Source: an optimization exercise on an open RTL-to-GDS flow (aim: small area). Production flows keep margins and buffers that such runs may drop. In this exercise RTL edits were held to simulation tests only and were not proved equivalent to the original. Power and IR drop assume default switching activity.

$ cat flow/design.v
package sccb_pkg;
  localparam logic       SCCB_ACK    = 1'b0;
  localparam logic       SCCB_NACK   = 1'b1;
  localparam logic [7:0] SCCB_DEF_ID = 8'h42;
  localparam int BIT_CNT_W = 4;
  localparam logic [BIT_CNT_W-1:0] BYTE_BITS = 4'd8;
  typedef logic [3:0] sccb_state_t;
  localparam sccb_state_t ST_IDLE      = 4'd0;
  localparam sccb_state_t ST_ID        = 4'd1;
  localparam sccb_state_t ST_ID_ACK    = 4'd2;
  localparam sccb_state_t ST_SUB       = 4'd3;
  localparam sccb_state_t ST_SUB_ACK   = 4'd4;
  localparam sccb_state_t ST_WDATA     = 4'd5;
  localparam sccb_state_t ST_WDATA_ACK = 4'd6;
  localparam sccb_state_t ST_RDATA     = 4'd7;
  localparam sccb_state_t ST_RDATA_ACK = 4'd8;
  localparam sccb_state_t ST_IGNORE    = 4'd9;
endpackage
module sccb_line_filter #(
  parameter int FILT_LEN = 3
) (
  input  logic clk,
  input  logic rst,
  input  logic din,
  output logic level,
  output logic rise,
  output logic fall
);
  localparam logic [3:0] LIM = 4'(FILT_LEN - 1);
  logic       s0;
  logic       s1;
  logic [3:0] cnt;
  always_ff @(posedge clk) begin
    s0 <= din;
    s1 <= s0;
  end
  always_ff @(posedge clk) begin
    if (rst) begin
      level <= s1;
      cnt   <= '0;
      rise  <= 1'b0;
      fall  <= 1'b0;
    end else begin
      rise <= 1'b0;
      fall <= 1'b0;
      if (s1 == level) begin
        cnt <= '0;
      end else if (cnt == LIM) begin
        level <= s1;
        cnt   <= '0;
        rise  <= s1;
        fall  <= ~s1;
      end else begin
        cnt <= cnt + 4'd1;
      end
    end
  end
endmodule
module sccb_responder #(
  parameter logic [7:0] DEV_ID   = sccb_pkg::SCCB_DEF_ID,
  parameter int         FILT_LEN = 3
) (
  input  logic       CLK,
  input  logic       RST,
  input  logic       scl_i,
  input  logic       sda_i,
  input  logic [7:0] rd_addr,
  output logic       sda_oe,
  output logic       busy,
  output logic       wr_valid,
  output logic [7:0] wr_addr,
  output logic [7:0] wr_data,
  output logic [7:0] rd_data
);
  logic scl_lvl, scl_rise, scl_fall;
  logic sda_lvl, sda_rise, sda_fall;
  sccb_line_filter #(.FILT_LEN(FILT_LEN)) u_scl (
    .clk(CLK), .rst(RST), .din(scl_i),
    .level(scl_lvl), .rise(scl_rise), .fall(scl_fall)
  );
  sccb_line_filter #(.FILT_LEN(FILT_LEN)) u_sda (
    .clk(CLK), .rst(RST), .din(sda_i),
    .level(sda_lvl), .rise(sda_rise), .fall(sda_fall)
  );
  logic scl_edge, start, stop;
  assign scl_edge = scl_rise | scl_fall;
  assign start = sda_fall & scl_lvl & ~scl_edge;
  assign stop  = sda_rise & scl_lvl & ~scl_edge;
  sccb_pkg::sccb_state_t          state;
  logic [sccb_pkg::BIT_CNT_W-1:0] bitcnt;
  logic [7:0]           shreg;
  logic [7:0]           ptr;
  logic                 sda_oe_q;
  logic                 busy_q;
  logic                 wr_valid_q;
  logic [7:0]           wr_addr_q;
  logic [7:0]           wr_data_q;
  logic [7:0]           rd_data_q;
  logic                 rd_mode;
  logic                 mack;
  logic [7:0]           rf_rd;
  logic [7:0] regfile [256];
  logic       sweeping;
  logic [7:0] clr_cnt;
  logic [7:0] byte_in;
  logic       commit;
  logic       rf_we;
  logic [7:0] rf_wa;
  logic [7:0] rf_wd;
  assign byte_in = {shreg[6:0], sda_lvl};
  assign commit  = ~RST & ~sweeping & scl_rise
                 & (state == sccb_pkg::ST_WDATA) & (bitcnt == 4'd7);
  assign rf_we   = sweeping | commit;
  assign rf_wa   = sweeping ? clr_cnt : ptr;
  assign rf_wd   = sweeping ? 8'h00 : byte_in;
  assign rf_rd   = sweeping ? 8'h00 : regfile[ptr];
  always_ff @(posedge CLK) begin
    if (rf_we) regfile[rf_wa] <= rf_wd;
  end
  always_ff @(posedge CLK) begin
    if (RST) begin
      sweeping <= 1'b1;
      clr_cnt  <= '0;
    end else if (sweeping) begin
      clr_cnt <= clr_cnt + 8'd1;
      if (clr_cnt == 8'hFF) sweeping <= 1'b0;
    end
  end
  always_ff @(posedge CLK) begin
    if (RST || sweeping)
      rd_data_q <= '0;
    else if (commit && rd_addr == ptr)
      rd_data_q <= byte_in;
    else
      rd_data_q <= regfile[rd_addr];
  end
  always_ff @(posedge CLK) begin
    wr_valid_q <= 1'b0;
    if (RST) begin
      state     <= sccb_pkg::ST_IDLE;
      bitcnt    <= '0;
      shreg     <= '0;
      ptr       <= '0;
      sda_oe_q  <= 1'b0;
      busy_q    <= 1'b0;
      wr_addr_q <= '0;
      wr_data_q <= '0;
      rd_mode   <= 1'b0;
      mack      <= sccb_pkg::SCCB_NACK;
    end else if (start) begin
      state    <= sccb_pkg::ST_ID;
      bitcnt   <= '0;
      sda_oe_q <= 1'b0;
      busy_q   <= 1'b1;
    end else if (stop) begin
      state    <= sccb_pkg::ST_IDLE;
      sda_oe_q <= 1'b0;
      busy_q   <= 1'b0;
    end else begin
      case (state)
        sccb_pkg::ST_ID, sccb_pkg::ST_SUB, sccb_pkg::ST_WDATA: begin
          if (scl_rise) begin
            shreg  <= byte_in;
            bitcnt <= bitcnt + 4'd1;
          end
          if (commit) begin
            wr_valid_q <= 1'b1;
            wr_addr_q  <= ptr;
            wr_data_q  <= byte_in;
            ptr        <= ptr + 8'd1;
          end
          if (scl_fall && bitcnt == sccb_pkg::BYTE_BITS) begin
            bitcnt   <= '0;
            sda_oe_q <= ~sccb_pkg::SCCB_ACK;
            if (state == sccb_pkg::ST_SUB) begin
              ptr   <= shreg;
              state <= sccb_pkg::ST_SUB_ACK;
            end else if (state == sccb_pkg::ST_WDATA) begin
              state <= sccb_pkg::ST_WDATA_ACK;
            end else if (shreg == DEV_ID) begin
              state <= sccb_pkg::ST_ID_ACK;
              rd_mode <= 1'b0;
            end else if (shreg == (DEV_ID | 8'h01)) begin
              state   <= sccb_pkg::ST_ID_ACK;
              rd_mode <= 1'b1;
            end else begin
              state    <= sccb_pkg::ST_IGNORE;
              sda_oe_q <= ~sccb_pkg::SCCB_NACK;
            end
          end
        end
        sccb_pkg::ST_ID_ACK: begin
          if (scl_fall) begin
            bitcnt   <= '0;
            sda_oe_q <= 1'b0;
            if (rd_mode) begin
              state    <= sccb_pkg::ST_RDATA;
              shreg    <= rf_rd;
              sda_oe_q <= ~rf_rd[7];
            end else begin
              state <= sccb_pkg::ST_SUB;
            end
          end
        end
        sccb_pkg::ST_SUB_ACK, sccb_pkg::ST_WDATA_ACK: begin
          if (scl_fall) begin
            bitcnt   <= '0;
            sda_oe_q <= 1'b0;
            state    <= sccb_pkg::ST_WDATA;
          end
        end
        sccb_pkg::ST_RDATA: begin
          if (scl_rise) bitcnt <= bitcnt + 4'd1;
          if (scl_fall) begin
            if (bitcnt == sccb_pkg::BYTE_BITS) begin
              bitcnt   <= '0;
              sda_oe_q <= 1'b0;
              ptr      <= ptr + 8'd1;
              state    <= sccb_pkg::ST_RDATA_ACK;
            end else begin
              sda_oe_q <= ~shreg[6];
              shreg    <= {shreg[6:0], 1'b0};
            end
          end
        end
        sccb_pkg::ST_RDATA_ACK: begin
          if (scl_rise) mack <= sda_lvl;
          if (scl_fall) begin
            if (mack == sccb_pkg::SCCB_ACK) begin
              state    <= sccb_pkg::ST_RDATA;
              bitcnt   <= '0;
              shreg    <= rf_rd;
              sda_oe_q <= ~rf_rd[7];
            end else begin
              state <= sccb_pkg::ST_IGNORE;
            end
          end
        end
        default: ;
      endcase
    end
  end
  assign sda_oe   = sda_oe_q & ~RST;
  assign busy     = busy_q;
  assign wr_valid = wr_valid_q;
  assign wr_addr  = wr_addr_q;
  assign wr_data  = wr_data_q;
  assign rd_data  = rd_data_q;
endmodule
$ cat flow/run.sh
#!/bin/bash
# synth_recipe.tcl (not shown) runs the flow's synth.tcl, then flattens the netlist and writes it again
# the make line also repeats each setting of config.mk as NAME=value (left out here)
make -C /OpenROAD-flow-scripts/flow DESIGN_CONFIG=/design/flow/config.mk WORK_HOME=/design/flow/orfs CLKGATE_MAP_FILE= SYNTH_SCRIPT=/design/flow/synth_recipe.tcl finish
$ cat flow/config.mk
export PLATFORM = sky130hd
export DESIGN_NAME = sccb_responder
export DESIGN_NICKNAME = sccb_responder
export VERILOG_FILES = /design/flow/design.v
export SDC_FILE = /design/flow/constraint.sdc
export NUM_CORES = 4
export LEC_CHECK = 0
export CAP_MARGIN = 40
export CORE_MARGIN = 2
export CORE_UTILIZATION = 45
export SLEW_MARGIN = 30
$ cat flow/constraint.sdc
create_clock -name core_clock -period 10.0 [get_ports {CLK}]
set_input_delay 2.0000 -clock core_clock [delete_from_list [all_inputs] [get_ports {CLK}]]
set_output_delay 2.0000 -clock core_clock [all_outputs]
set_load 0.01 [all_outputs]
==> results of run 1 <==
## metrics by stage
stage | instance area [um2] | hold WS, ns | worst slack [ns]
after floorplan | 99600 | 0.310 | 1.30
after global placement | 103000 | 0.319 | 3.79
after detailed placement | 105000 | 0.316 | 3.93
after CTS | 112000 | 0.337 | 4.76
after global routing | 113000 | 0.343 | 4.65
final | 113000 | 0.331 | 4.75
## area by class of cell
type                       instances  area share [%]
antenna                           11          0.0245
clock buffer                     274            5.27
clock inverter                   136            1.17
inverter                          13          0.0445
multi-input combinational       2639            30.8
sequential                      2136            56.2
tap                             2958            3.29
timing repair buffer             358            3.12
## cell families (layout without fill, tap and decap cells)
group,after synthesis,after routing,share of synthesized area (%)
AND/OR/NAND/NOR,792,792,3.65
other,0,11,0
AO/OA/AOI/OAI,565,565,4.08
multiplexers,1250,1250,26.2
flip-flops,2136,2136,63.5
adder cells (fa/ha/maj),8,8,0.100
XOR/XNOR,24,24,0.211
buffers and inverters,432,781,2.20
## worst max path at each step
| stage | startpoint | endpoint | cells past startpoint |
|---|---|---|---|
| after CTS | RST | sda_oe | 4 |
| after global routing | rd_addr[0] | rd_data_q[2] | 9 |
| after global placement | rd_addr[0] | rd_data_q[5] | 8 |
| after floorplan | sweeping | regfile[0][0] | 5 |
| after detailed placement | rd_addr[0] | rd_data_q[6] | 8 |
| final | RST | sda_oe | 4 |
## where the power goes
part,internal (W),switching (W)
clock network,0.00472,0.00361
logic,0.000183,0.000352
registers,0.00966,0.00000966
total,0.0146,0.00397
## worst reg2reg max path, delay by kind of cell, from the launching register on
family | cells | cell delay (ns)
AOI/OAI and AO/OA | 2 | 0.45
buffers and inverters | 2 | 1.40
DFF | 1 | 0.80
muxes | 2 | 1.03
and+or+nand+nor | 2 | 0.89
## flip-flops by register name (all words and copies together), names as in the netlist, 4 cells and up, named ones only
| signal | cells |
|---|---|
| shreg | 8 |
| clr_cnt | 8 |
| ptr | 8 |
| state | 4 |
| wr_addr_q | 8 |
| rd_data_q | 8 |
| u_scl.cnt | 4 |
| bitcnt | 4 |
| wr_data_q | 8 |
| u_sda.cnt | 4 |
| regfile | 2048 |
## layer usage
metal	GRT usage [%]	up-vias	wire, um
met1	41.6	31800	127000
met2	44.5	4512	152000
met3	8.72	778	43600
li1	-	22700	-
met4	14.2	12	18000
met5	0	-	87
## synthesized netlist by cell type (all sizes together) (52+ instances only)
library cell  instances
a21oi                86
edfxtp             2050
clkbuf              179
buf                 240
dfxtp                86
a22oi               161
nand3                70
nor2                344
mux2i               151
nor2b                52
nand2               176
mux4               1088
==> summary.md, run 1 <==
| Metric | Value |
|---|---|
| CTS Buffer Depth | 3 |
| CTS buffer count | approximately 220 |
| Dpl cells | about 8100 |
| Tcrit/Tclk final | between 50% and 60% |
| Iteration-0 DRC Markers | 10200 |
| R2r setup slk | around 5.3 ns |
| Commonest non-fill, non-tap cell in the layout | edfxtp_1 |
| Cells after Synth | between 5000 and 6000 |
| Critical path's largest stage delay | roughly 0.51 ns |
| Die height | around 470 um |
| Root buffer cell | clkbuf_16 |
| Max-Slew Margin vs Limit | around a third |
| FF-to-FF End | shreg[5] |
| Register area | between 60000 and 70000 um2 |
| Number of enable flip-flop cells after synthesis | approximately 2000 |
| Pwr Total | about 0.019 W |
| CTS tree | built |
| Final core utilization | 51.2% |
| Largest net degree at the start of global routing | ~100 |
| Yosys warnings | 2 |
| Row cnt | 172 |
| WL/cell | 40.0 um |
| Hold Path Origin | u_scl.s0 |
| Setup_tns | 0 ns |
| Sink of the worst hold path | u_scl.s1 |
| Detail Route Antenna Nets | 0 |
| Core footprint | 220000 um2 |
| DP Wirelength | 221000 um |
| Global-route wire length before repair | around 470000 um |
| Most frequent cells in the layout | edfxtp_1 (2050), mux4_2 (1088), buf_4 (233) |
| Number of gates resized after CTS | 0 |
| Setup crit end kind | primary output |
| Die Width | between 400 and 500 um |
| Clock-pin slew on the worst setup and hold paths | ~0.060 ns |
| #FFs+latches synth | between 2000 and 2500 |
| Final hold vios | 0 |
| Total gr overflow | 0 |
| Power Density | around 160 nW/um2 |
| Yosys top cell area share | around three fifths |
| Maxcap violations | 0 |
| Worst Path Buf+Inv | 3 |
| Initial antenna violation count | 13 |
| Layout Cells excl Fill | around 8500 |
| # hold bufs at CTS | 0 |
| Final WL | around 340000 um |
| Clock latency on the worst-skew pair | 0.90 ns |
| Static Leak | 36.4 nW |
| Register area share after synthesis | approximately 64% |
| Cells taking the most area after synthesis | edfxtp_1 (62%), mux4_2 (25%), dfxtp_1 (1.7%) |
| Post-CTS Setup Bufs | 0 |
| Nets | between 5000 and 6000 |
| Status | finished clean |
| Startpoint types | input pin |
| Worst-path maximum fanout | 54 |
| Ys async rst share | 0% |
| CP cell instances | buf_2 > buf_4 > nor2_1 > clkdlybuf4s50_1 |
| Clk sinks | between 2000 and 2500 |
| Worst r2r path cells | 8 |
| Worst EP required | approximately 8 ns |
| Final GP Congestion | approximately 0.96 |
| F_max | around 0.19 GHz |
| RSZ-0062 raised after global routing | false |
| Max VDD drop | around 0.15 mV |
| Main flop type after synthesis | edfxtp_1 |
| # setup viols final | 0 |
| Worst path slowest cell | buf_4 |
| IO Port Bufs | 38 |
| Detailed-route via count | ~60000 |
| WP data arrival | about 3.3 ns |
| Worst Path Class, Setup | in -> out |
| Max Slew Vio Count | 0 |
| Area leader, netlist | edfxtp_1 |
| Vias in the first global route | around 57000 |
| Synth-to-layout area growth | 13.0% |
| Tmin final | between 5 and 6 ns |
| Post-synthesis cell type count | 73 |
| Worst slew pin tran | a little under 1 ns |
| Mean post-synth cell area | approximately 19 um2 |
| Layout cell share with drive strength beyond 1 | between 30% and 40% |
| Mapped cell area | approximately 100000 um2 |
| GRT Total Usage | between 30 and 40% |
| Multi-input logic area | roughly 35000 um2 |
| Clk_skew | roughly 0.053 ns |
| Vias per inst | ~7.0 |
| Tightest Hold Check Type | reg -> reg |
| Die area | ~230000 um2 |
| # fillers | roughly 17000 |
| Min-Delay Path Depth | 0 |
| TritonRoute pass-1 iters | 7 |
| Starting Density | 45.3% |
| CP top delay family | buffers and inverters |
| DRC viols | 0 |
| IO Count | 39 |
| H-tree depth | 4 |
==> run 2: changes to the inputs <==
--- a/flow/design.v
+++ b/flow/design.v
@@ -99,40 +99,62 @@
   logic                 rd_mode;
   logic                 mack;
   logic [7:0]           rf_rd;
-  logic [7:0] regfile [256];
+  localparam int NPORT = 8;
+  localparam int PSTEP = 256 / NPORT;
+  logic [2047:0] ring;
+  logic [7:0] off;
   logic       sweeping;
-  logic [7:0] clr_cnt;
   logic [7:0] byte_in;
   logic       commit;
-  logic       rf_we;
-  logic [7:0] rf_wa;
-  logic [7:0] rf_wd;
+  logic [7:0] wpos;
+  logic [7:0] wval;
+  logic       wany;
+  logic [7:0] fa;
+  logic [7:0] fpos;
+  logic [7:0] shadow;
+  logic [7:0] hpos;
+  logic [7:0] hraw;
   assign byte_in = {shreg[6:0], sda_lvl};
   assign commit  = ~RST & ~sweeping & scl_rise
                  & (state == sccb_pkg::ST_WDATA) & (bitcnt == 4'd7);
-  assign rf_we   = sweeping | commit;
-  assign rf_wa   = sweeping ? clr_cnt : ptr;
-  assign rf_wd   = sweeping ? 8'h00 : byte_in;
-  assign rf_rd   = sweeping ? 8'h00 : regfile[ptr];
-  always_ff @(posedge CLK) begin
-    if (rf_we) regfile[rf_wa] <= rf_wd;
+  assign wpos = wr_addr_q + off + 8'd1;
+  assign wany = sweeping | (wpos[4:0] == 5'd0);
+  assign wval = sweeping ? 8'h00 : wr_data_q;
+  always_ff @(posedge CLK) begin
+    ring <= {ring[2039:0], ring[2047:2040]};
+    for (int k = 0; k < NPORT; k++)
+      if (wany && (sweeping || wpos[7:5] == 3'(k)))
+        ring[k*PSTEP*8 +: 8] <= wval;
   end
   always_ff @(posedge CLK) begin
     if (RST) begin
       sweeping <= 1'b1;
-      clr_cnt  <= '0;
-    end else if (sweeping) begin
-      clr_cnt <= clr_cnt + 8'd1;
-      if (clr_cnt == 8'hFF) sweeping <= 1'b0;
+      off      <= '0;
+    end else begin
+      off <= off + 8'd1;
+      if (off == 8'hFF) sweeping <= 1'b0;
     end
   end
+  assign fa   = (state == sccb_pkg::ST_RDATA) ? ptr + 8'd1 : ptr;
+  assign fpos = fa + off;
+  always_ff @(posedge CLK) begin
+    if (RST || sweeping)
+      shadow <= '0;
+    else if (fpos[4:0] == 5'd0)
+      shadow <= ring[{fpos[7:5], 5'd0, 3'd0} +: 8];
+  end
+  assign rf_rd = (ptr == wr_addr_q) ? wr_data_q : shadow;
+  assign hpos = rd_addr + off;
+  assign hraw = ring[{hpos, 3'd0} +: 8];
   always_ff @(posedge CLK) begin
     if (RST || sweeping)
       rd_data_q <= '0;
     else if (commit && rd_addr == ptr)
       rd_data_q <= byte_in;
+    else if (rd_addr == wr_addr_q)
+      rd_data_q <= wr_data_q;
     else
-      rd_data_q <= regfile[rd_addr];
+      rd_data_q <= hraw;
   end
   always_ff @(posedge CLK) begin
     wr_valid_q <= 1'b0;
--- a/flow/config.mk
+++ b/flow/config.mk
@@ -7,5 +7,9 @@
 export LEC_CHECK = 0
 export CAP_MARGIN = 40
 export CORE_MARGIN = 2
-export CORE_UTILIZATION = 45
+export CORE_UTILIZATION = 65
+export CTS_BUF_LIST = sky130_fd_sc_hd__clkbuf_8
+export CTS_CLUSTER_DIAMETER = 50
+export CTS_CLUSTER_SIZE = 20
+export PLACE_DENSITY = 0.75
 export SLEW_MARGIN = 30
==> summary.md, run 2 <==
| Metric | Value |
|---|---|
| Final GP Congestion | 0.837 (was 0.962) |
| Worst slew pin tran | 1.02 ns (was 0.963 ns) |
| Clk_skew | 0.0396 ns (was 0.0535 ns) |
| Sequential fraction of design power | 61.4% (was 52.2%) |
| Cells taking the most area after synthesis | dfxtp_1 (66%), mux4_2 (22%), mux2i_1 (2.4%) (was edfxtp_1 (62%), mux4_2 (25%), dfxtp_1 (1.7%)) |
| WP data arrival | 6.58 ns (was 3.25 ns) |
| Mean post-synth cell area | 16.2 um2 (was 19.1 um2) |
| Max Slew Vio Count | 0 (unchanged) |
| Clock network power share | 31.9% (was 44.9%) |
| H-tree depth | 4 (unchanged) |
| Die area | 102000 um2 (was 225000 um2) |
| Most frequent cell after synthesis | dfxtp_1 (was edfxtp_1) |
| Tightest Hold Check Type | reg -> reg (unchanged) |
| Nets | 4053 (was 5389) |
| Hold slack | 0.327 ns (was 0.331 ns) |
| Yosys top cell area share | 66.2% (was 61.8%) |
| Starting Density | 65.6% (was 45.3%) |
| Root buffer cell | clkbuf_8 (was clkbuf_16) |
| Startpoint types | input pin (unchanged) |
| Layout Cells excl Fill | 5383 (was 8525) |
| CTS Buffer Depth | 3 (unchanged) |
| Top cells by count, synth | dfxtp_1 (2134), mux4_2 (623), nand2_1 (183), nor2_1 (159), mux2i_1 (155) (was edfxtp_1 (2050), mux4_2 (1088), nor2_1 (344), clkbuf_1 (178), nand2_1 (176)) |
| Detail Route Antenna Nets | 0 (unchanged) |
| Most frequent cells in the layout | dfxtp_1 (2133), mux4_2 (623), nand2_1 (181) (was edfxtp_1 (2050), mux4_2 (1088), buf_4 (233)) |
| Global-route wire length before repair | 193000 um (was 468000 um) |
| Status | finished clean (unchanged) |
| Die Width | 319 um (was 474 um) |
| Number of gates resized after CTS | 0 (unchanged) |
| Worst-path maximum fanout | 46 (was 54) |
| Tmin final | 5.86 ns (was 5.25 ns) |
| Worst EP required | 10.72 ns (was 8.00 ns) |
| Setup_tns | 0 ns (unchanged) |
| Commonest non-fill, non-tap cell in the layout | dfxtp_1 (was edfxtp_1) |
| Worst Path Buf+Inv | 3 (unchanged) |
| Final core utilization | 70.3% (was 51.2%) |
| Layout cell share with drive strength beyond 1 | 23.1% (was 34.9%) |
| Clk sinks | 2136 (unchanged) |
| Largest net degree at the start of global routing | 119 (was 101) |
| Dpl cells | 5146 (was 8082) |
| IO Count | 39 (unchanged) |
| Total gr overflow | 0 (unchanged) |
| #FFs+latches synth | 2136 (unchanged) |
| Mapped cell area | 64600 um2 (was 99600 um2) |
| Worst Path Class, Setup | in -> reg (was in -> out) |
| CP cell instances | clkdlybuf4s50_1 > ha_4 > inv_1 > fa_4 > buf_4 > mux4_2 > mux4_2 > mux2i_1 > o22ai_1 > nor4_1 > a21oi_1 (was buf_2 > buf_4 > nor2_1 > clkdlybuf4s50_1) |
| F_max | 0.171 GHz (was 0.190 GHz) |
| Initial antenna violation count | 1 (was 13) |
| Final WL | 124000 um (was 341000 um) |
| Setup crit end kind | flop (was primary output) |
| Area leader, netlist | dfxtp_1 (was edfxtp_1) |
| Maxcap violations | 0 (unchanged) |
| Clock-pin slew on the worst setup and hold paths | 0.11 ns (was 0.06 ns) |
| CTS tree | built (unchanged) |
| IO Port Bufs | 38 (unchanged) |
| Sw Share | 23.4% (was 21.4%) |
| Row cnt | 115 (was 172) |
| # fillers | 6472 (was 17400) |
| Post-CTS Setup Bufs | 0 (unchanged) |
| Core footprint | 98400 um2 (was 220000 um2) |
| Largest register FFs | 2048 (unchanged) |
| Cells after Synth | 3986 (was 5207) |
| Critical path's largest stage delay | 1.18 ns (was 0.51 ns) |
| Top reg by flops | ring (was regfile) |
| GRT Total Usage | 24.8% (was 30.2%) |
| CP dominant cell by count | mux4_2 |
| Static Leak | 26.0 nW (was 36.4 nW) |
| DP Wirelength | 76700 um (was 221000 um) |
| Vias in the first global route | 32500 (was 57500) |
| RSZ-0062 raised after global routing | false (unchanged) |
| Internal power | 0.0106 W (was 0.0146 W) |
| Max-Slew Margin vs Limit | 31.9% (was 35.3%) |
| Ys async rst share | 0% (unchanged) |
| Worst path slowest cell | fa_4 (was buf_4) |
| Max VDD drop | 0.171 mV (was 0.153 mV) |
| WL/cell | 23.0 um (was 40.0 um) |
| TritonRoute pass-1 iters | 5 (was 7) |
| Final hold vios | 0 (unchanged) |
| Main flop type after synthesis | dfxtp_1 (was edfxtp_1) |
| # hold bufs at CTS | 0 (unchanged) |
| Post-synthesis cell type count | 85 (was 73) |
| Register area share after synthesis | 66.3% (was 63.5%) |
| CP top delay family | adder cells (was buffers and inverters) |
| Clock latency on the worst-skew pair | 0.87 ns (was 0.90 ns) |
| Die height | 319 um (was 474 um) |
| Psw | 0.00324 W (was 0.00397 W) |
| Detailed-route via count | 31900 (was 59800) |
| Synth-to-layout area growth | 7.24% (was 13.0%) |
| Power Density | 200 nW/um2 (was 165 nW/um2) |
| Number of enable flip-flop cells after synthesis | 2 (was 2050) |
| Iteration-0 DRC Markers | 2346 (was 10200) |
| Tcrit/Tclk final | 58.6% (was 52.5%) |
| CTS buffer count | 143 (was 221) |
| Vias per inst | 5.92 (was 7.02) |
| Logic pwr share | 6.7% (was 2.9%) |
| DRC viols | 0 (unchanged) |
| # setup viols final | 0 (unchanged) |
| Yosys warnings | 2 (unchanged) |
## run 2: layout make-up
type	instances	area [um2]	area share [%]
clock buffers	164	2260	3.26
inverters	19	71.3	0.103
well taps	1287	1610	2.33
diodes	4	10.0	0.0145
clock inverters	64	664	0.960
flip-flops and latches	2136	42800	61.8
repair buffers	95	1080	1.56
multi-input cells	1614	20800	30.0
## run 2: power groups by stage
stage                     clock network [W]  registers [W]  logic [W]
final                               0.00442        0.00851   0.000926
after CTS                           0.00451        0.00851   0.000937
after floorplan                           0        0.00871   0.000712
after global placement                    0        0.00871   0.000933
after global routing                0.00482        0.00852   0.000986
after detailed placement                  0        0.00871   0.000938
## run 2: logic make-up after synthesis
logic type	after synthesis	synth area share [%]
XOR/XNOR	67	0.950
flip-flops	2136	66.3
multiplexers	790	24.4
adder cells (fa/ha/maj)	32	0.643
AND/OR/NAND/NOR	490	3.49
AO/OA/AOI/OAI	235	2.43
buffers and inverters	236	1.83
## run 2: path summary, 6_finish.rpt
| path | from | endpoint | slack (ns) | cells after the start |
|---|---|---|---|---|
| worst min register to register | ring[2007] | ring[2015] | 0.33 | 0 |
| worst max register to register | state[0] | shadow[2] | 4.62 | 16 |
| worst min-delay path | ring[2007] | ring[2015] | 0.33 | 0 |
| worst max-delay path | rd_addr[0] | rd_data_q[5] | 4.14 | 11 |
## run 2: metrics by stage
step                setup slack, ns  instance area [um2]  power (W)
floorplan                      4.96                64600    0.00942
global placement               3.32                65900    0.00964
detailed placement             3.21                66200    0.00965
CTS                            4.20                69200     0.0140
global route                   3.98                69200     0.0143
finish                         4.14                69200     0.0139
## run 2: layer usage
layer  global-route usage (%)  share of wire, %  up-vias
met5                        0                 0        -
met4                     7.89               2.7        0
met3                     5.42               6.2      181
met2                     36.8                45      741
met1                     37.0                46    16300
li1                         -                 -    14600
==> run 3: changes to the inputs <==
--- a/flow/config.mk
+++ b/flow/config.mk
@@ -8,8 +8,8 @@
 export CAP_MARGIN = 40
 export CORE_MARGIN = 2
 export CORE_UTILIZATION = 65
-export CTS_BUF_LIST = sky130_fd_sc_hd__clkbuf_8
-export CTS_CLUSTER_DIAMETER = 50
-export CTS_CLUSTER_SIZE = 20
+export CTS_BUF_LIST = sky130_fd_sc_hd__clkbuf_16
+export CTS_CLUSTER_DIAMETER = 60
+export CTS_CLUSTER_SIZE = 30
 export PLACE_DENSITY = 0.75
 export SLEW_MARGIN = 30
==> summary.md, run 3 <==
| Metric | Value |
|---|---|
| Worst r2r path cells | 16 (unchanged) |
| Core footprint | 98400 um2 (unchanged) |
| Top reg by flops | ring (unchanged) |
| Setup crit end kind | flop (unchanged) |
| Max VDD drop | 0.205 mV (was 0.171 mV) |
| Row cnt | 115 (unchanged) |
| Max-Slew Margin vs Limit | 32.8% (was 31.9%) |
| CTS buffer count | 118 (was 143) |
| Yosys warnings | 2 (unchanged) |
| WP data arrival | 6.59 ns (was 6.58 ns) |
| Worst EP required | 10.59 ns (was 10.72 ns) |
| Status | finished clean (unchanged) |
| GRT Total Usage | 25.0% (was 24.8%) |
| Clock network power share | 37.2% (was 31.9%) |
| Detailed-route via count | 31900 (about the same) |
| FF-to-FF End | shadow[2] (unchanged) |
| Worst-path maximum fanout | 46 (unchanged) |
| Ys async rst share | 0% (unchanged) |
| Tcrit/Tclk final | 60.0% (was 58.6%) |
| Iteration-0 DRC Markers | 2715 (was 2346) |
| Setup_tns | 0 ns (unchanged) |
| Die area | 102000 um2 (unchanged) |
| Tightest Hold Check Type | reg -> reg (unchanged) |
| Power Density | 213 nW/um2 (was 200 nW/um2) |
| Register area | 42800 um2 (unchanged) |
| Largest register FFs | 2048 (unchanged) |
| Die height | 319 um (unchanged) |
| Final GP Congestion | 0.837 (unchanged) |
| IO Port Bufs | 38 (unchanged) |
| Post-CTS Setup Bufs | 0 (unchanged) |
| CTS tree | built (unchanged) |
| Final core utilization | 71.7% (was 70.3%) |
| Psw | 0.00368 W (was 0.00324 W) |
| Post-synthesis cell type count | 85 (unchanged) |
| H-tree depth | 3 (was 4) |
| #FFs+latches synth | 2136 (unchanged) |
| Global-route wire length before repair | 195000 um (was 193000 um) |
| Root buffer cell | clkbuf_16 (was clkbuf_8) |
| Cells taking the most area after synthesis | dfxtp_1 (66%), mux4_2 (22%), mux2i_1 (2.4%) (unchanged) |
| Final hold vios | 0 (unchanged) |
| Logic pwr share | 6.2% (was 6.7%) |
| Sequential fraction of design power | 56.7% (was 61.4%) |
| F_max | 0.167 GHz (was 0.171 GHz) |
| DP Area | 66200 um2 (unchanged) |
| Pwr Total | 0.0150 W (was 0.0139 W) |
| Initial antenna violation count | 1 (unchanged) |
| Number of gates resized after CTS | 0 (unchanged) |
| Mapped cell area | 64600 um2 (unchanged) |
| Maxcap violations | 0 (unchanged) |
| Mean post-synth cell area | 16.2 um2 (unchanged) |
| Most frequent cells in the layout | dfxtp_1 (2133), mux4_2 (623), nand2_1 (181) (unchanged) |
| Nets | 4028 (was 4053) |
| Starting Density | 65.6% (unchanged) |
| Largest net degree at the start of global routing | 119 (unchanged) |
| Area leader, netlist | dfxtp_1 (unchanged) |
| RSZ-0062 raised after global routing | false (unchanged) |
| Yosys top cell area share | 66.2% (unchanged) |
| Layout cell share with drive strength beyond 1 | 23.0% (was 23.1%) |
| Tmin final | 6.00 ns (was 5.86 ns) |
| Final WL | 125000 um (was 124000 um) |
| Synth-to-layout area growth | 9.30% (was 7.24%) |
| Multi-input logic area | 20800 um2 (unchanged) |
| Clock latency on the worst-skew pair | 0.74 ns (was 0.87 ns) |
| Vias per inst | 5.94 (was 5.92) |
| RR Startpoint | state[0] (unchanged) |
| Static Leak | 26.6 nW (was 26.0 nW) |
| Startpoint types | input pin (unchanged) |
| Clock-pin slew on the worst setup and hold paths | 0.10 ns (was 0.11 ns) |
| Clk sinks | 2136 (unchanged) |
| Hold slack | 0.328 ns (was 0.327 ns) |
| Top cells by count, synth | dfxtp_1 (2134), mux4_2 (623), nand2_1 (183), nor2_1 (159), mux2i_1 (155) (unchanged) |
| CP endpoint | rd_data_q[5] (unchanged) |
| # setup viols final | 0 (unchanged) |
| Main flop type after synthesis | dfxtp_1 (unchanged) |
| Sw Share | 24.5% (was 23.4%) |
| # hold bufs at CTS | 0 (unchanged) |
| # fillers | 6263 (was 6472) |
| Detail Route Antenna Nets | 0 (unchanged) |
| R2r setup slk | 4.60 ns (was 4.62 ns) |
| Commonest non-fill, non-tap cell in the layout | dfxtp_1 (unchanged) |
| TritonRoute pass-1 iters | 7 (was 5) |
| Max Slew Vio Count | 0 (unchanged) |
| Clk_skew | 0.0363 ns (was 0.0396 ns) |
| Most frequent cell after synthesis | dfxtp_1 (unchanged) |
| Worst Setup SP | rd_addr[0] (unchanged) |
| Die Width | 319 um (unchanged) |
| Number of enable flip-flop cells after synthesis | 2 (unchanged) |
| Post-route cell area | 70600 um2 (was 69200 um2) |
| IO Count | 39 (unchanged) |
| Internal power | 0.0113 W (was 0.0106 W) |
| DRC viols | 0 (unchanged) |
| Total gr overflow | 0 (unchanged) |
| Register area share after synthesis | 66.3% (unchanged) |
| Worst Path Class, Setup | in -> reg (unchanged) |
| Worst slew pin tran | 1.01 ns (was 1.02 ns) |
| Cells after Synth | 3986 (unchanged) |
| Antenna Diode Count | 0 (was 4) |
| WL/cell | 23.2 um (was 23.0 um) |
| Vias in the first global route | 32600 (was 32500) |
| DP Wirelength | 76700 um (unchanged) |
| CTS Buffer Depth | 3 (unchanged) |
==> run 3: cell count changes in the layout (fill, tap and decap cells not counted), sizes merged <==
cell | previous run | this run
diode | 4 | 0
bufinv | 7 | 3
clkinvlp | 10 | 3
clkinv | 20 | 41
inv | 46 | 76
clkbuf | 165 | 119
==> run 3: kinds of logic after synthesis <==
family | after synthesis | share of synthesized area, %
AO/OA/AOI/OAI | 235 | 2.43
XOR/XNOR | 67 | 0.950
adder cells (fa/ha/maj) | 32 | 0.643
buffers and inverters | 236 | 1.83
flip-flops | 2136 | 66.3
multiplexers | 790 | 24.4
AND/OR/NAND/NOR | 490 | 3.49
==> run 3: critical path, stage by stage <==
cell and delay, ns:
clkdlybuf4s50_1 0.61, ha_4 0.20, inv_1 0.05, fa_4 1.17, buf_4 0.70, mux4_2 0.59
mux4_2 0.48, mux2i_1 0.18, o22ai_1 0.12, nor4_1 0.32, a21oi_1 0.10
==> run 3: per-layer routing <==
layer / GRT usage (%) / share of wire, % / up-vias
met5: 0 / 0 / -
met4: 6.75 / 2.6 / 0
met3: 5.14 / 5.8 / 168
met2: 37.6 / 45 / 703
met1: 37.4 / 47 / 16400
li1: - / - / 14600
==> run 3: cell type report <==
class,instances,area share [%]
flip-flops and latches,2136,60.6
multi-input cells,1614,29.4
clock buffers,118,4.18
well taps,1287,2.28
clock inverters,104,1.86
repair buffers,95,1.53
inverters,19,0.101
==> run 3: power by group through the flow <==
stage / clock [W] / combinational, W / sequential [W]
after floorplan: 0 / 0.000712 / 0.00871
after global placement: 0 / 0.000933 / 0.00871
after detailed placement: 0 / 0.000938 / 0.00871
after CTS: 0.00567 / 0.000938 / 0.00851
after global routing: 0.00599 / 0.000988 / 0.00851
final: 0.00558 / 0.000928 / 0.00851
==> run 3: worst min path at each step <==
stage | cells after the start | to | slack [ns] | start
6_report | 0 | ring[272] | 0.33 | ring[264]
5_1_grt | 0 | ring[929] | 0.33 | ring[921]
4_1_cts | 0 | ring[713] | 0.32 | ring[705]
3_5_place_dp | 0 | u_scl.s1 | 0.31 | u_scl.s0
3_3_place_gp | 0 | u_scl.s1 | 0.31 | u_scl.s0
2_1_floorplan | 0 | u_scl.s1 | 0.31 | u_scl.s0
==> run 3: through the flow <==
| stage | setup WS (ns) | std cells |
|---|---|---|
| floorplan | 4.96 | 3986 |
| global placement | 3.32 | 5129 |
| detailed placement | 3.21 | 5146 |
| CTS | 4.05 | 5368 |
| global route | 3.84 | 5373 |
| finish | 4.00 | 5373 |
==> run 4: changes to the inputs <==
==> flow/config.mk (replaced) <==
export PLATFORM = sky130hd
export DESIGN_NAME = sccb_responder
export DESIGN_NICKNAME = sccb_responder
export VERILOG_FILES = /design/flow/design.v
export SDC_FILE = /design/flow/constraint.sdc
export NUM_CORES = 4
export LEC_CHECK = 0
export CAP_MARGIN = 40
export CORE_MARGIN = 2
export CORE_UTILIZATION = 45
export SLEW_MARGIN = 30
==> summary.md, run 4 <==
| Metric | Value |
|---|---|
| Worst EP required | 10.68 ns (was 10.59 ns) |
| Max Slew Vio Count | 0 (unchanged) |
| Row cnt | 138 (was 115) |
| Iteration-0 DRC Markers | 1968 (was 2715) |
| Global-route wire length before repair | 205000 um (was 195000 um) |
| Ys async rst share | 0% (unchanged) |
| Worst Path Class, Setup | in -> reg (unchanged) |
| TritonRoute pass-1 iters | 5 (was 7) |
| Die Width | 383 um (was 319 um) |
| Worst slew pin tran | 0.978 ns (was 1.01 ns) |
| Most frequent cells in the layout | dfxtp_1 (2133), mux4_2 (623), clkbuf_16 (209) (was dfxtp_1 (2133), mux4_2 (623), nand2_1 (181)) |
| Top cells by count, synth | dfxtp_1 (2134), mux4_2 (623), nand2_1 (183), nor2_1 (159), mux2i_1 (155) (unchanged) |
| Vias in the first global route | 33500 (was 32600) |
| Clock latency on the worst-skew pair | 0.81 ns (was 0.74 ns) |
| Worst path slowest cell | fa_4 (unchanged) |
| RR Startpoint | state[0] (unchanged) |
| Startpoint types | input pin (unchanged) |
| Tcrit/Tclk final | 58.5% (was 60.0%) |
| Register area | 42800 um2 (unchanged) |
| Nets | 4122 (was 4028) |
| Clock-pin slew on the worst setup and hold paths | 0.06 ns (was 0.10 ns) |
| Critical path's largest stage delay | 1.04 ns (was 1.17 ns) |
| Register area share after synthesis | 66.3% (unchanged) |
| Min-Delay Path Depth | 0 (unchanged) |
| CTS buffer count | 203 (was 118) |
| WP data arrival | 6.54 ns (was 6.59 ns) |
| Die height | 383 um (was 319 um) |
| Maxcap violations | 0 (unchanged) |
| Tightest Hold Check Type | reg -> reg (unchanged) |
| GRT Total Usage | 18.4% (was 25.0%) |
| H-tree depth | 4 (was 3) |
| Cells taking the most area after synthesis | dfxtp_1 (66%), mux4_2 (22%), mux2i_1 (2.4%) (unchanged) |
| # setup viols final | 0 (unchanged) |
| # hold bufs at CTS | 0 (unchanged) |
| WL/cell | 21.8 um (was 23.2 um) |
| Vias per inst | 5.27 (was 5.94) |
| R2r setup slk | 4.33 ns (was 4.60 ns) |
| # fillers | 11700 (was 6263) |
| Largest net degree at the start of global routing | 108 (was 119) |
| DP Wirelength | 79000 um (was 76700 um) |
| Worst-path maximum fanout | 82 (was 46) |
| CP top delay family | buffers and inverters (was adder cells) |
| Setup crit end kind | flop (unchanged) |
| Layout cell share with drive strength beyond 1 | 25.2% (was 23.0%) |
| Core footprint | 142000 um2 (was 98400 um2) |
| Clk_skew | 0.0363 ns (about the same) |
| CP cell instances | clkdlybuf4s50_1 > ha_4 > inv_1 > fa_4 > buf_12 > buf_12 > mux4_2 > mux4_2 > mux2i_1 > o32ai_1 > nor4_1 > a21oi_1 (was clkdlybuf4s50_1 > ha_4 > inv_1 > fa_4 > buf_4 > mux4_2 > mux4_2 > mux2i_1 > o22ai_1 > nor4_1 > a21oi_1) |
| Mean post-synth cell area | 16.2 um2 (unchanged) |
| Worst r2r path cells | 16 (unchanged) |
| Final WL | 133000 um (was 125000 um) |
| DRC viols | 0 (unchanged) |
| Final hold vios | 0 (unchanged) |
| CTS Buffer Depth | 3 (unchanged) |
| CTS tree | built (unchanged) |
| #FFs+latches synth | 2136 (unchanged) |
| Worst Path Buf+Inv | 4 (was 3) |
| Static Leak | 27.9 nW (was 26.6 nW) |
| Detailed-route via count | 32300 (was 31900) |
| Number of gates resized after CTS | 0 (unchanged) |
| Multi-input logic area | 20800 um2 (about the same) |
| Top reg by flops | ring (unchanged) |
| Clk sinks | 2136 (unchanged) |
| Synth-to-layout area growth | 14.7% (was 9.30%) |
| Root buffer cell | clkbuf_16 (unchanged) |
| Starting Density | 45.5% (was 65.6%) |
| IO Count | 39 (unchanged) |
| Main flop type after synthesis | dfxtp_1 (unchanged) |
| Post-CTS Setup Bufs | 0 (unchanged) |
| Max VDD drop | 0.203 mV (was 0.205 mV) |
| IO Port Bufs | 38 (unchanged) |
| Power Density | 233 nW/um2 (was 213 nW/um2) |
| Max-Slew Margin vs Limit | 34.8% (was 32.8%) |
| Tmin final | 5.85 ns (was 6.00 ns) |
| Hold slack | 0.326 ns (was 0.328 ns) |
| Yosys warnings | 2 (unchanged) |
| RSZ-0062 raised after global routing | false (unchanged) |
| Final GP Congestion | 0.755 (was 0.837) |
| Mapped cell area | 64600 um2 (unchanged) |
| Die area | 147000 um2 (was 102000 um2) |
| FF-to-FF End | shadow[2] (unchanged) |
| Status | finished clean (unchanged) |
| Number of enable flip-flop cells after synthesis | 2 (unchanged) |
| Most frequent cell after synthesis | dfxtp_1 (unchanged) |
| Sink of the worst hold path | ring[2009] (was ring[272]) |
| Largest register FFs | 2048 (unchanged) |
| Setup_tns | 0 ns (unchanged) |
| Hold Path Origin | ring[2001] (was ring[264]) |
| Yosys top cell area share | 66.2% (unchanged) |
| Initial antenna violation count | 6 (was 1) |
| Commonest non-fill, non-tap cell in the layout | dfxtp_1 (unchanged) |
| Total gr overflow | 0 (unchanged) |
| Post-synthesis cell type count | 85 (unchanged) |
| F_max | 0.171 GHz (was 0.167 GHz) |
| Detail Route Antenna Nets | 0 (unchanged) |
| Area leader, netlist | dfxtp_1 (unchanged) |
| Worst Setup SP | rd_addr[0] (unchanged) |
| Cells after Synth | 3986 (unchanged) |
==> run 4: worst max path at each step <==
stage	endpoint	slack [ns]	cells past startpoint
floorplan	rd_data_q[5]	4.96	13
global placement	rd_data_q[7]	3.10	12
detailed placement	rd_data_q[6]	3.26	12
CTS	rd_data_q[7]	4.16	13
global route	shadow[2]	3.80	16
finish	rd_data_q[5]	4.15	12
==> run 4: worst register-to-register path: stages (launching register included) <==
cell	delay (ns)
dfxtp_1	0.70
nor2b_1	0.42
nand3_1	0.63
nand2_1	0.24
nand2_1	0.11
ha_1	0.28
a21o_1	0.15
a21oi_1	0.20
o21bai_1	0.09
a21oi_1	0.39
xor2_4	0.16
buf_4	0.47
buf_4	0.55
mux2i_1	0.37
mux2i_1	0.15
o22ai_1	0.54
nor2_1	0.11
==> run 4: final cells by class <==
type	count	area share [%]
repair buffers	104	1.56
inverters	19	0.0963
multi-input cells	1614	28.0
flip-flops and latches	2136	57.8
well taps	1890	3.19
clock inverters	74	1.22
diodes	3	0.0101
clock buffers	289	8.08
==> run 4: metrics by stage <==
stage / cell area [um2] / instances / power, W / util [%] / worst slack (ns)
detailed placement: 67100 / 5760 / 0.00970 / 47.3 / 3.26
global placement: 66900 / 5747 / 0.00969 / 47.1 / 3.10
global route: 74000 / 6126 / 0.0178 / 52.2 / 3.80
floorplan: 64600 / 3986 / 0.00942 / - / 4.96
finish: 74000 / 6129 / 0.0173 / 52.2 / 4.15
CTS: 74000 / 6123 / 0.0175 / 52.1 / 4.16
==> run 4: routing by layer <==
layer / GRT usage [%] / up-vias / routed length, um
met5: 0 / - / 0
met2: 28.0 / 664 / 60400
li1: - / 14900 / -
met1: 26.5 / 16600 / 62900
met4: 5.80 / 0 / 3240
met3: 3.92 / 212 / 6890
==> run 4: kinds of logic after synthesis <==
group	count (synthesis)	share of synthesized area, %
adder cells (fa/ha/maj)	32	0.643
AO/OA/AOI/OAI	235	2.43
AND/OR/NAND/NOR	490	3.49
flip-flops	2136	66.3
buffers and inverters	236	1.83
multiplexers	790	24.4
XOR/XNOR	67	0.950
==> run 4: power by group <==
part	internal, W	switching [W]	leakage, nW
Clock	0.00457	0.00321	3.41
Combinational	0.000379	0.000583	7.32
Sequential	0.00851	0.00000564	17.2
Total	0.0135	0.00379	27.9
==> run 5: changes to the inputs <==
--- a/flow/design.v
+++ b/flow/design.v
@@ -16,45 +16,12 @@
   localparam sccb_state_t ST_RDATA_ACK = 4'd8;
   localparam sccb_state_t ST_IGNORE    = 4'd9;
 endpackage
-module sccb_line_filter #(
-  parameter int FILT_LEN = 3
-) (
-  input  logic clk,
-  input  logic rst,
-  input  logic din,
-  output logic level,
-  output logic rise,
-  output logic fall
+module sccb_aoi3 (
+  input  logic [2:0] d,
+  input  logic [2:0] s,
+  output logic       y_n
 );
-  localparam logic [3:0] LIM = 4'(FILT_LEN - 1);
-  logic       s0;
-  logic       s1;
-  logic [3:0] cnt;
-  always_ff @(posedge clk) begin
-    s0 <= din;
-    s1 <= s0;
-  end
-  always_ff @(posedge clk) begin
-    if (rst) begin
-      level <= s1;
-      cnt   <= '0;
-      rise  <= 1'b0;
-      fall  <= 1'b0;
-    end else begin
-      rise <= 1'b0;
-      fall <= 1'b0;
-      if (s1 == level) begin
-        cnt <= '0;
-      end else if (cnt == LIM) begin
-        level <= s1;
-        cnt   <= '0;
-        rise  <= s1;
-        fall  <= ~s1;
-      end else begin
-        cnt <= cnt + 4'd1;
-      end
-    end
-  end
+  assign y_n = ~|(d & s);
 endmodule
 module sccb_responder #(
   parameter logic [7:0] DEV_ID   = sccb_pkg::SCCB_DEF_ID,
@@ -74,14 +41,42 @@
 );
   logic scl_lvl, scl_rise, scl_fall;
   logic sda_lvl, sda_rise, sda_fall;
-  sccb_line_filter #(.FILT_LEN(FILT_LEN)) u_scl (
-    .clk(CLK), .rst(RST), .din(scl_i),
-    .level(scl_lvl), .rise(scl_rise), .fall(scl_fall)
-  );
-  sccb_line_filter #(.FILT_LEN(FILT_LEN)) u_sda (
-    .clk(CLK), .rst(RST), .din(sda_i),
-    .level(sda_lvl), .rise(sda_rise), .fall(sda_fall)
-  );
+  logic [1:0] pad;
+  logic [1:0] f_s0, f_s1;
+  logic [1:0] f_hist [FILT_LEN-1];
+  logic [1:0] f_lvl, f_rise, f_fall;
+  logic [1:0] f_chg;
+  assign pad = {sda_i, scl_i};
+  always_comb begin
+    for (int i = 0; i < 2; i++) begin
+      f_chg[i] = (f_s1[i] != f_lvl[i]);
+      for (int k = 0; k < FILT_LEN - 1; k++)
+        if (f_hist[k][i] != f_s1[i]) f_chg[i] = 1'b0;
+    end
+  end
+  always_ff @(posedge CLK) begin
+    f_s0 <= pad;
+    f_s1 <= f_s0;
+    f_hist[0] <= f_s1;
+    for (int k = 1; k < FILT_LEN - 1; k++) f_hist[k] <= f_hist[k-1];
+  end
+  always_ff @(posedge CLK) begin
+    if (RST) begin
+      f_lvl  <= f_s1;
+      f_rise <= '0;
+      f_fall <= '0;
+    end else begin
+      f_lvl  <= f_lvl ^ f_chg;
+      f_rise <= f_chg & f_s1;
+      f_fall <= f_chg & ~f_s1;
+    end
+  end
+  assign scl_lvl  = f_lvl[0];
+  assign scl_rise = f_rise[0];
+  assign scl_fall = f_fall[0];
+  assign sda_lvl  = f_lvl[1];
+  assign sda_rise = f_rise[1];
+  assign sda_fall = f_fall[1];
   logic scl_edge, start, stop;
   assign scl_edge = scl_rise | scl_fall;
   assign start = sda_fall & scl_lvl & ~scl_edge;
@@ -144,8 +139,30 @@
       shadow <= ring[{fpos[7:5], 5'd0, 3'd0} +: 8];
   end
   assign rf_rd = (ptr == wr_addr_q) ? wr_data_q : shadow;
+  localparam int NGRP = (256 + 2) / 3;
+  logic [15:0]     hsel_lo, hsel_hi;
+  logic [3*NGRP-1:0] hsel;
   assign hpos = rd_addr + off;
-  assign hraw = ring[{hpos, 3'd0} +: 8];
+  always_comb begin
+    for (int i = 0; i < 16; i++) begin
+      hsel_lo[i] = (hpos[3:0] == 4'(i));
+      hsel_hi[i] = (hpos[7:4] == 4'(i));
+    end
+    hsel = '0;
+    for (int i = 0; i < 256; i++) hsel[i] = hsel_hi[i / 16] & hsel_lo[i % 16];
+  end
+  for (genvar b = 0; b < 8; b++) begin : g_hbit
+    logic [3*NGRP-1:0] col;
+    logic [NGRP-1:0]   grp_n;
+    always_comb begin
+      col = '0;
+      for (int i = 0; i < 256; i++) col[i] = ring[i*8 + b];
+    end
+    for (genvar g = 0; g < NGRP; g++) begin : g_grp
+      sccb_aoi3 u_aoi (.d(col[3*g +: 3]), .s(hsel[3*g +: 3]), .y_n(grp_n[g]));
+    end
+    assign hraw[b] = ~&grp_n;
+  end
   always_ff @(posedge CLK) begin
     if (RST || sweeping)
       rd_data_q <= '0;
--- a/flow/config.mk
+++ b/flow/config.mk
@@ -7,5 +7,11 @@
 export LEC_CHECK = 0
 export CAP_MARGIN = 40
 export CORE_MARGIN = 2
-export CORE_UTILIZATION = 45
+export CORE_UTILIZATION = 65
+export CTS_BUF_LIST = sky130_fd_sc_hd__clkbuf_8
+export CTS_CLUSTER_DIAMETER = 50
+export CTS_CLUSTER_SIZE = 20
+export PLACE_DENSITY = 0.75
 export SLEW_MARGIN = 30
+export SYNTH_HIERARCHICAL = 1
+export SYNTH_MINIMUM_KEEP_SIZE = 0
==> summary.md, run 5 <==
| Metric | Value |
|---|---|
| # hold bufs at CTS | 0 (unchanged) |
| Commonest non-fill, non-tap cell in the layout | dfxtp_1 (unchanged) |
| Worst r2r path cells | 18 (was 16) |
| Post-synthesis cell type count | 76 (was 85) |
| Main flop type after synthesis | dfxtp_1 (unchanged) |
| Top reg by flops | ring (unchanged) |
| Clock latency on the worst-skew pair | 0.88 ns (was 0.81 ns) |
| CTS buffer count | 144 (was 203) |
| Setup crit end kind | flop (unchanged) |
| F_max | 0.127 GHz (was 0.171 GHz) |
| Max VDD drop | 0.144 mV (was 0.203 mV) |
| Worst slew pin tran | 1.06 ns (was 0.978 ns) |
| Setup_tns | 0 ns (unchanged) |
| Most frequent cells in the layout | dfxtp_1 (2131), a222oi_1 (688), nor2_1 (377) (was dfxtp_1 (2133), mux4_2 (623), clkbuf_16 (209)) |
| Post-CTS Setup Bufs | 0 (unchanged) |
| Mean post-synth cell area | 13.2 um2 (was 16.2 um2) |
| Critical path's largest stage delay | 0.78 ns (was 1.04 ns) |
| Final WL | 193000 um (was 133000 um) |
| Global-route wire length before repair | 269000 um (was 205000 um) |
| Most frequent cell after synthesis | dfxtp_1 (unchanged) |
| TritonRoute pass-1 iters | 14 (was 5) |
| Number of enable flip-flop cells after synthesis | 0 (was 2) |
| Register area share after synthesis | 73.4% (was 66.3%) |
| DRC viols | 0 (unchanged) |
| Largest net degree at the start of global routing | 65 (was 108) |
| GRT Total Usage | 41.3% (was 18.4%) |
| Ys async rst share | 0% (unchanged) |
| Cells after Synth | 4409 (was 3986) |
| Pre-CTS WS | 1.51 ns (was 3.26 ns) |
| RSZ-0062 raised after global routing | false (unchanged) |
| Power Density | 208 nW/um2 (was 233 nW/um2) |
| Largest register FFs | 2048 (unchanged) |
| Starting Density | 65.7% (was 45.5%) |
| WP data arrival | 8.64 ns (was 6.54 ns) |
| CTS tree | built (unchanged) |
| FF-to-FF End | rd_data_q[5] (was shadow[2]) |
| Clock-pin slew on the worst setup and hold paths | 0.11 ns (was 0.06 ns) |
| Worst Setup SP | rd_addr[0] (unchanged) |
| Maxcap violations | 0 (unchanged) |
| Clk_skew | 0.0287 ns (was 0.0363 ns) |
| Worst EP required | 10.75 ns (was 10.68 ns) |
| #FFs+latches synth | 2132 (was 2136) |
| DP Wirelength | 143000 um (was 79000 um) |
| # setup viols final | 0 (unchanged) |
| CTS Buffer Depth | 3 (unchanged) |
| Final GP Congestion | 1.06 (was 0.755) |
| Row cnt | 109 (was 138) |
| Tcrit/Tclk final | 78.9% (was 58.5%) |
| Area leader, netlist | dfxtp_1 (unchanged) |
| Startpoint types | input pin (unchanged) |
| Vias per inst | 7.09 (was 5.27) |
| Mapped cell area | 58200 um2 (was 64600 um2) |
| Detailed-route via count | 41200 (was 32300) |
| IO Port Bufs | 38 (unchanged) |
| Layout cell share with drive strength beyond 1 | 6.71% (was 25.2%) |
| R2r setup slk | 3.32 ns (was 4.33 ns) |
| Detail Route Antenna Nets | 0 (unchanged) |
| Cells taking the most area after synthesis | dfxtp_1 (73%), a222oi_1 (12%), nor2_1 (2.5%) (was dfxtp_1 (66%), mux4_2 (22%), mux2i_1 (2.4%)) |
| H-tree depth | 4 (unchanged) |
| Die area | 91900 um2 (was 147000 um2) |
| Max Slew Vio Count | 0 (unchanged) |
| Yosys warnings | 8 (was 2) |
| Die Width | 303 um (was 383 um) |
| Clk sinks | 2132 (was 2136) |
| Synth-to-layout area growth | 8.50% (was 14.7%) |
| CP endpoint | rd_data_q[5] (unchanged) |
| Tightest Hold Check Type | reg -> reg (unchanged) |
| Status | finished clean (unchanged) |
| Core footprint | 88500 um2 (was 142000 um2) |
| Die height | 303 um (was 383 um) |
| Root buffer cell | clkbuf_8 (was clkbuf_16) |
| Worst path slowest cell | nor4_1 (was fa_4) |
| Max-Slew Margin vs Limit | 29.6% (was 34.8%) |
| Tmin final | 7.89 ns (was 5.85 ns) |
| Final hold vios | 0 (unchanged) |
| Total gr overflow | 0 (unchanged) |
| Iteration-0 DRC Markers | 9857 (was 1968) |
| Yosys top cell area share | 73.4% (was 66.2%) |
| Final Worst Setup Slack | 2.11 ns (was 4.15 ns) |
| Hold slack | 0.330 ns (was 0.326 ns) |
| Number of gates resized after CTS | 0 (unchanged) |
| Initial antenna violation count | 19 (was 6) |
| Nets | 4600 (was 4122) |
| Worst Path Class, Setup | in -> reg (unchanged) |
| Vias in the first global route | 38100 (was 33500) |
| Static Leak | 22.7 nW (was 27.9 nW) |
| RR Startpoint | off[0] (was state[0]) |
| CP cell instances | clkdlybuf4s50_1 > ha_1 > fa_1 > a21o_1 > a21oi_1 > o21bai_1 > a21oi_1 > or3_1 > o21a_2 > buf_4 > nor2_1 > a222oi_1 > nand4_1 > nor4_1 > nand2_1 > nor4_1 > and4_1 > o31a_1 > nor2_1 (was clkdlybuf4s50_1 > ha_4 > inv_1 > fa_4 > buf_12 > buf_12 > mux4_2 > mux4_2 > mux2i_1 > o32ai_1 > nor4_1 > a21oi_1) |
| WL/cell | 33.3 um (was 21.8 um) |
| IO Count | 39 (unchanged) |
| Top cells by count, synth | dfxtp_1 (2132), a222oi_1 (688), nor2_1 (382), nand4_1 (179), nand2_1 (159) (was dfxtp_1 (2134), mux4_2 (623), nand2_1 (183), nor2_1 (159), mux2i_1 (155)) |
| Worst-path maximum fanout | 51 (was 82) |
==> run 5: changes by cell type after synthesis, moves of 34 or more <==
cell / before / now
a222oi_1: 0 / 688
mux4_2: 623 / 0
nor2_1: 159 / 382
nand4_1: 16 / 179
mux2i_1: 155 / 32
nand3_1: 24 / 106
o21ai_0: 23 / 99
buf_2: 84 / 18
nor4_1: 12 / 46
==> run 5: logic make-up after synthesis <==
logic type	share of synthesized area [%]
AND/OR/NAND/NOR	8.16
other	0.00645
buffers and inverters	1.01
AO/OA/AOI/OAI	15.3
XOR/XNOR	0.978
flip-flops	73.4
adder cells (fa/ha/maj)	0.628
multiplexers	0.570
==> run 5: final cells by class <==
cell class,instances,area [um2]
Fill cell,6167,25400
Sequential cell,2132,42700
Multi-Input combinational cell,2159,15200
Inverter,28,105
Antenna cell,12,30.0
Timing Repair Buffer,95,830
Clock buffer,163,2240
Clock inverter,56,602
Tap cell,1165,1460
==> run 5: report_power, final <==
group          switching, W  total, W  internal (W)
Clock               0.00273   0.00438       0.00165
Sequential       0.00000676   0.00850       0.00849
Combinational      0.000178  0.000231     0.0000527
Total               0.00291    0.0131        0.0102
==> run 5: Yosys stat by module (local to each module, per instance) <==
| module | copies in the design | cells | flip-flops and latches |
|---|---|---|---|
| sccb_aoi3 | 688 | 1 | 0 |
| sccb_responder | 1 | 3721 | 2132 |
==> run 5: worst min path at each step <==
stage | from | slack, ns | to | cells after the start
5_1_grt | f_s0[1] | 0.34 | f_s1[1] | 0
3_3_place_gp | f_s0[1] | 0.32 | f_s1[1] | 0
6_report | ring[901] | 0.33 | ring[909] | 0
3_5_place_dp | f_s0[0] | 0.32 | f_s1[0] | 0
4_1_cts | ring[901] | 0.33 | ring[909] | 0
2_1_floorplan | f_s0[0] | 0.31 | f_s1[0] | 0
==> run 5: through the flow <==
stage / util, % / instances / power, W / instance area (um2)
finish: 71.3 / 5810 / 0.0131 / 63100
global route: 71.3 / 5799 / 0.0134 / 63100
CTS: 71.2 / 5794 / 0.0131 / 63100
detailed placement: 68.0 / 5575 / 0.00891 / 60200
global placement: 67.8 / 5558 / 0.00890 / 60000
floorplan: - / 4440 / 0.00881 / 58300
==> run 5: worst max-delay path, delay by kind of cell <==
kind                       cells  cell delay, ns
adders and majority gates      2            0.72
AOI/OAI and AO/OA              7            1.99
and+or+nand+nor                8            2.80
buffers and inverters          2            1.05
==> run 5: routing by layer <==
metal | routed length [um] | vias up | track usage [%]
li1 | - | 17600 | -
met3 | 24400 | 592 | 11.4
met5 | 89 | - | 0
met4 | 13600 | 14 | 25.6
met1 | 74900 | 19900 | 56.1
met2 | 80200 | 3083 | 58.6
==> run 6: changes to the inputs <==
--- a/flow/design.v
+++ b/flow/design.v
@@ -139,28 +139,27 @@
       shadow <= ring[{fpos[7:5], 5'd0, 3'd0} +: 8];
   end
   assign rf_rd = (ptr == wr_addr_q) ? wr_data_q : shadow;
-  localparam int NGRP = (256 + 2) / 3;
-  logic [15:0]     hsel_lo, hsel_hi;
-  logic [3*NGRP-1:0] hsel;
+  localparam int NGRP = 255 / 3;
+  logic [15:0]  hsel_lo, hsel_hi;
+  logic [255:0] hsel;
   assign hpos = rd_addr + off;
   always_comb begin
     for (int i = 0; i < 16; i++) begin
       hsel_lo[i] = (hpos[3:0] == 4'(i));
       hsel_hi[i] = (hpos[7:4] == 4'(i));
     end
-    hsel = '0;
     for (int i = 0; i < 256; i++) hsel[i] = hsel_hi[i / 16] & hsel_lo[i % 16];
   end
   for (genvar b = 0; b < 8; b++) begin : g_hbit
-    logic [3*NGRP-1:0] col;
-    logic [NGRP-1:0]   grp_n;
-    always_comb begin
-      col = '0;
-      for (int i = 0; i < 256; i++) col[i] = ring[i*8 + b];
+    logic [255:0]  col;
+    logic [NGRP:0] grp_n;
+    for (genvar i = 0; i < 256; i++) begin : g_col
+      assign col[i] = ring[i*8 + b];
     end
     for (genvar g = 0; g < NGRP; g++) begin : g_grp
       sccb_aoi3 u_aoi (.d(col[3*g +: 3]), .s(hsel[3*g +: 3]), .y_n(grp_n[g]));
     end
+    assign grp_n[NGRP] = ~(col[255] & hsel[255]);
     assign hraw[b] = ~&grp_n;
   end
   always_ff @(posedge CLK) begin
==> summary.md, run 6 <==
| Metric | Value |
|---|---|
| Number of gates resized after CTS | 0 (unchanged) |
| FF-to-FF End | rd_data_q[0] (was rd_data_q[5]) |
| #FFs+latches synth | 2132 (unchanged) |
| Commonest non-fill, non-tap cell in the layout | dfxtp_1 (unchanged) |
| Number of enable flip-flop cells after synthesis | 0 (unchanged) |
| Largest net degree at the start of global routing | 75 (was 65) |
| Largest register FFs | 2048 (unchanged) |
| Root buffer cell | clkbuf_8 (unchanged) |
| Final core utilization | 71.0% (was 71.3%) |
| Detail Route Antenna Nets | 0 (unchanged) |
| # fillers | 6052 (was 6167) |
| Clk sinks | 2132 (unchanged) |
| Layout Cells excl Fill | 5602 (was 5810) |
| Final WL | 171000 um (was 193000 um) |
| Startpoint types | input pin (unchanged) |
| CP cell instances | clkdlybuf4s50_1 > ha_1 > fa_1 > a21o_1 > a21o_1 > a2111oi_0 > a311o_1 > nor2_1 > nand2_1 > nor2_1 > a222oi_1 > nand4_1 > nor4_2 > nand4_1 > buf_4 > o31ai_1 > o21ai_1 > a22o_1 (was clkdlybuf4s50_1 > ha_1 > fa_1 > a21o_1 > a21oi_1 > o21bai_1 > a21oi_1 > or3_1 > o21a_2 > buf_4 > nor2_1 > a222oi_1 > nand4_1 > nor4_1 > nand2_1 > nor4_1 > and4_1 > o31a_1 > nor2_1) |
| Worst path slowest cell | nor4_2 (was nor4_1) |
| Layout cell share with drive strength beyond 1 | 7.24% (was 6.71%) |
| Die Width | 302 um (was 303 um) |
| RR Startpoint | off[0] (unchanged) |
| Final GP Congestion | 0.984 (was 1.06) |
| Tmin final | 8.06 ns (was 7.89 ns) |
| Global-route wire length before repair | 245000 um (was 269000 um) |
| Most frequent cell after synthesis | dfxtp_1 (unchanged) |
| F_max | 0.124 GHz (was 0.127 GHz) |
| Die area | 91400 um2 (was 91900 um2) |
| Maxcap violations | 0 (unchanged) |
| Row cnt | 109 (unchanged) |
| Vias per inst | 6.90 (was 7.09) |
| CTS Buffer Depth | 3 (unchanged) |
| Status | finished clean (unchanged) |
| Final hold vios | 0 (unchanged) |
| Final Worst Setup Slack | 1.94 ns (was 2.11 ns) |
| Iteration-0 DRC Markers | 8857 (was 9857) |
| TritonRoute pass-1 iters | 15 (was 14) |
| GRT Total Usage | 36.7% (was 41.3%) |
| Vias in the first global route | 36100 (was 38100) |
| Top reg by flops | ring (unchanged) |
| Power Density | 210 nW/um2 (was 208 nW/um2) |
| Hold Path Origin | ring[719] (was ring[901]) |
| Synth-to-layout area growth | 8.49% (was 8.50%) |
| Top cells by count, synth | dfxtp_1 (2132), a222oi_1 (680), nor2_1 (339), nand4_1 (178), mux2i_1 (108) (was dfxtp_1 (2132), a222oi_1 (688), nor2_1 (382), nand4_1 (179), nand2_1 (159)) |
| # setup viols final | 0 (unchanged) |
| DRC viols | 0 (unchanged) |
| Clock-pin slew on the worst setup and hold paths | 0.12 ns (was 0.11 ns) |
| Pre-CTS WS | 1.27 ns (was 1.51 ns) |
| Cells after Synth | 4224 (was 4409) |
| Core footprint | 88400 um2 (was 88500 um2) |
| Worst EP required | 10.77 ns (was 10.75 ns) |
| Mapped cell area | 57900 um2 (was 58200 um2) |
| WP data arrival | 8.83 ns (was 8.64 ns) |
| Tightest Hold Check Type | reg -> reg (unchanged) |
| Clock latency on the worst-skew pair | 0.87 ns (was 0.88 ns) |
| R2r setup slk | 3.25 ns (was 3.32 ns) |
| Sink of the worst hold path | ring[727] (was ring[909]) |
| Worst-path maximum fanout | 16 (was 51) |
| Cells taking the most area after synthesis | dfxtp_1 (74%), a222oi_1 (12%), nor2_1 (2.2%) (was dfxtp_1 (73%), a222oi_1 (12%), nor2_1 (2.5%)) |
| Yosys top cell area share | 73.7% (was 73.4%) |
| Nets | 4401 (was 4600) |
| Most frequent cells in the layout | dfxtp_1 (2131), a222oi_1 (680), nor2_1 (339) (was dfxtp_1 (2131), a222oi_1 (688), nor2_1 (377)) |
| Tcrit/Tclk final | 80.6% (was 78.9%) |
| Max-Slew Margin vs Limit | 21.9% (was 29.6%) |
| Worst Path Class, Setup | in -> reg (unchanged) |
| Clk_skew | 0.0508 ns (was 0.0287 ns) |
| Yosys warnings | 8 (unchanged) |
| Setup crit end kind | flop (unchanged) |
| CTS tree | built (unchanged) |
| Initial antenna violation count | 5 (was 19) |
| Register area share after synthesis | 73.7% (was 73.4%) |
| IO Count | 39 (unchanged) |
run 6: changes by cell type in the layout (fill, tap and decap cells not counted), moves of 13 or more:
cell,before,now
a21oi_1,120,48
nor2_1,377,339
conb_1,32,0
a211o_1,17,1
nand2_1,159,100
buf_4,48,35
nand3_1,106,39
o21ai_0,99,40
mux2i_1,32,108
nand2b_1,3,79
run 6: through the flow:
| stage | area [um2] | hold WS, ns |
|---|---|---|
| final | 62800 | 0.330 |
| after global routing | 62800 | 0.330 |
| after CTS | 62700 | 0.333 |
| after detailed placement | 59800 | 0.314 |
| after global placement | 59500 | 0.313 |
| after floorplan | 57900 | 0.310 |
run 6: Yosys stat by module (local to each module, per instance):
module / cells / flops+latches / times used
sccb_responder: 3544 / 2132 / 1
sccb_aoi3: 1 / 0 / 680
run 6: per-layer routing:
| metal | GRT usage (%) | part of all wire [%] |
|---|---|---|
| met5 | 0 | 0 |
| met4 | 17.3 | 4.8 |
| met3 | 6.76 | 10 |
| met2 | 54.8 | 43 |
| met1 | 52.2 | 41 |
run 6: critical path, delay by kind of cell:
kind                       cells  cell delay, ns
and+or+nand+nor                6            2.54
buffers and inverters          2            0.72
AOI/OAI and AO/OA              8            2.83
adders and majority gates      2            0.71
run 6: cells by family (layout without fill, tap and decap cells):
| kind of cell | after synthesis | in the layout | synth area share [%] |
|---|---|---|---|
| buffers and inverters | 119 | 329 | 0.850 |
| adders and majority gates | 27 | 27 | 0.610 |
| muxes | 122 | 122 | 2.22 |
| and+or+nand+nor | 882 | 882 | 7.59 |
| other | 0 | 3 | 0 |
| DFF | 2132 | 2132 | 73.7 |
| AOI/OAI and AO/OA | 889 | 889 | 14.2 |
| xor gates and xnor gates | 53 | 53 | 0.802 |
run 6: layout make-up:
type,count,area [um2],area share [%]
Clock buffer,160,2200,3.51
Sequential cell,2132,42700,68.0
Inverter,18,67.6,0.108
Clock inverter,57,707,1.13
Timing Repair Buffer,94,857,1.37
Antenna cell,3,7.51,0.0120
Multi-Input combinational cell,1973,14800,23.6
Tap cell,1165,1460,2.32
run 6: power by group:
part	internal (W)	switching, W
logic	0.0000451	0.000183
registers	0.00849	0.00000666
clock network	0.00178	0.00268
run 6: worst max path at each step:
stage,startpoint,to,slack (ns),cells past startpoint
3_5_place_dp,rd_addr[0],rd_data_q[0],1.27,18
3_3_place_gp,rd_addr[0],rd_data_q[0],1.15,18
5_1_grt,rd_addr[0],rd_data_q[0],1.95,18
2_1_floorplan,rd_addr[0],rd_data_q[0],4.31,17
6_report,rd_addr[0],rd_data_q[0],1.94,18
4_1_cts,rd_addr[0],rd_data_q[0],2.22,18

Re-timed with assumed drivers on the ports (clkbuf_16 on the clock, buf_2 on other inputs), run 6 has 1.981 ns of setup slack against 1.940 ns with ideal ports, and 1.067 ns once port delays also move by the mid clock arrival of 0.913 ns.
